This is an optimization exercise on Yosys and OpenROAD, whose aim is small area, not a production implementation.
Only simulation tests tie the RTL to the original design; equivalence was not proved.
No activity file was given, so power comes from the tool's default toggle rates.

==> flow/design.v (excerpt) <==
module commit_trace_unit #(
    parameter int DEPTH = 8,
    parameter int CNT_W = 32
) (
    input  wire logic              clk,
    input  wire logic              rst,
    input  wire logic              reg_wr_i,
    input  wire logic [2:0]        wr_reg_i,
    input  wire logic [15:0]       wr_data_i,
    input  wire logic              mem_rd_i,
    input  wire logic              mem_wr_i,
    input  wire logic [15:0]       mem_addr_i,
    input  wire logic [15:0]       mem_wdata_i,
    input  wire logic [15:0]       mem_rdata_i,
    input  wire logic              halt_i,
    input  wire logic              icache_req_i,
    input  wire logic              icache_hit_i,
    input  wire logic              dcache_req_i,
    input  wire logic              dcache_hit_i,
    output logic                   rec_valid,
    input  wire logic              rec_ready,
    output logic [3:0]             rec_flags,
    output logic [2:0]             rec_reg,
    output logic [15:0]            rec_wdata,
    output logic [15:0]            rec_addr,
    output logic [15:0]            rec_mdata,
    output logic [15:0]            rec_cycle,
    output logic                   full_o,
    output logic                   overflow_o,
    output logic                   done_o,
    output logic [CNT_W-1:0]       cycle_count_o,
    output logic [CNT_W-1:0]       inst_count_o,
    output logic [CNT_W-1:0]       icache_req_cnt_o,
    output logic [CNT_W-1:0]       icache_hit_cnt_o,
    output logic [CNT_W-1:0]       dcache_req_cnt_o,
    output logic [CNT_W-1:0]       dcache_hit_cnt_o
);
Settings: LEC_CHECK=0, CAP_MARGIN=20, CORE_MARGIN=2, CORE_UTILIZATION=40, CTS_BUF_LIST=sky130_fd_sc_hd__clkbuf_4, SLEW_MARGIN=20; clock period 5.0 ns.
run.sh (not shown) runs the stock make flow with config.mk's settings and CLKGATE_MAP_FILE= SYNTH_SCRIPT=/design/flow/synth_recipe.tcl, a recipe that flattens the netlist after the stock synthesis.
The first run completed with no timing, DRC or antenna violations.
Then changed:
==> flow/flow/run.sh (new file) <==
#!/bin/bash
# Standard ORFS layout; input/output ports are buffered with the smallest buffer.
set -euo pipefail
export BUFFER_PORTS_ARGS="-buffer_cell sky130_fd_sc_hd__buf_1"
bash standard.sh > standard_flow.log 2>&1
==> flow/standard.sh (new file) <==
#!/bin/bash
# synth_recipe.tcl (not shown) runs the flow's synth.tcl, then flattens the netlist and writes it again
# the make line also repeats each setting of config.mk as NAME=value (left out here)
make -C /OpenROAD-flow-scripts/flow DESIGN_CONFIG=/design/flow/config.mk WORK_HOME=/design/flow/orfs CLKGATE_MAP_FILE= SYNTH_SCRIPT=/design/flow/synth_recipe.tcl "${@:-finish}"
--- a/flow/config.mk
+++ b/flow/config.mk
@@ -10,3 +10,5 @@
 export CORE_UTILIZATION = 40
-export CTS_BUF_LIST = sky130_fd_sc_hd__clkbuf_4
+export CTS_BUF_LIST = sky130_fd_sc_hd__clkbuf_16
+export CTS_CLUSTER_DIAMETER = 60
+export CTS_CLUSTER_SIZE = 24
 export SLEW_MARGIN = 20
removed: flow/run.sh
What happened:
- The changed run finished clean
- design area drops by about 8%
- total power went down by 10%
- flip-flop and latch count is unchanged
- wire length falls by 5.4%
- worst setup slack is better by 0.42 ns
- sequential power stays flat
- sequential share of layout area climbs by 5.5 points
- synthesized area does not change
Then changed:
--- a/flow/config.mk
+++ b/flow/config.mk
@@ -9,6 +9,7 @@
 export CORE_MARGIN = 2
-export CORE_UTILIZATION = 40
+export CORE_UTILIZATION = 65
 export CTS_BUF_LIST = sky130_fd_sc_hd__clkbuf_16
-export CTS_CLUSTER_DIAMETER = 60
-export CTS_CLUSTER_SIZE = 24
+export CTS_CLUSTER_DIAMETER = 50
+export CTS_CLUSTER_SIZE = 30
+export PLACE_DENSITY = 0.8
 export SLEW_MARGIN = 20
Clock-buffer cell count came out higher by 1.
Die area went down by about 40%.
Register-to-register slack improved by 0.13 ns.
Non-clock buffer count climbs by 2.
Then changed:
--- a/flow/config.mk
+++ b/flow/config.mk
@@ -9,7 +9,4 @@
 export CORE_MARGIN = 2
-export CORE_UTILIZATION = 65
-export CTS_BUF_LIST = sky130_fd_sc_hd__clkbuf_16
-export CTS_CLUSTER_DIAMETER = 50
-export CTS_CLUSTER_SIZE = 30
-export PLACE_DENSITY = 0.8
+export CORE_UTILIZATION = 40
+export CTS_BUF_LIST = sky130_fd_sc_hd__clkbuf_4
 export SLEW_MARGIN = 20
Outcome:
- The changed run completed without violations
- clock-buffer cell count goes up by 236
- wire length went up by roughly a tenth
- global-route usage shrinks by 8.6 points
- register-to-register slack hardly moves
- final area rises by a few percent
- worst setup slack degrades by 0.14 ns
- synthesized area is unchanged
- fmax went down by a few percent
- total power came out higher by a few percent

-- re-timing with driven ports --
How much do the figures lean on ideal ports? The routed layouts below were timed once more, with nothing changed but the port constraints.
Step 1 (the two cells are an assumption about what drives the block):
set clk [get_ports {clk}]
set_driving_cell -lib_cell sky130_fd_sc_hd__clkbuf_16 $clk
set_driving_cell -lib_cell sky130_fd_sc_hd__buf_2 [delete_from_list [all_inputs] $clk]
Step 2 moves the port delays by t, midway between the first and last clock arrival at a register: inputs arrive t later, outputs are due t later. That takes back most of the time a late clock gives input paths.
Three values: ideal ports, drivers, drivers and shift; two values: the first two.
| run | shift t [ns] | setup WS [ns] | clock arrival spread, ns | worst slew at a driven data input, ns | cell pins on the clock port's net |
|---|---|---|---|---|---|
| the first run | 1.049 | 0.206 / 0.144 / 0.990 | 0.082 / 0.082 | 0.11 | 1 |
| the second run | 0.683 | 0.624 / 0.558 / 1.242 | 0.045 / 0.045 | 0.08 | 1 |
| the third run | 0.671 | 0.538 / 0.482 / 1.153 | 0.039 / 0.039 | 0.09 | 1 |
| the fourth run | 1.058 | 0.403 / 0.340 / 1.309 | 0.096 / 0.097 | 0.08 | 1 |
After both steps setup and hold are still met in every run listed.
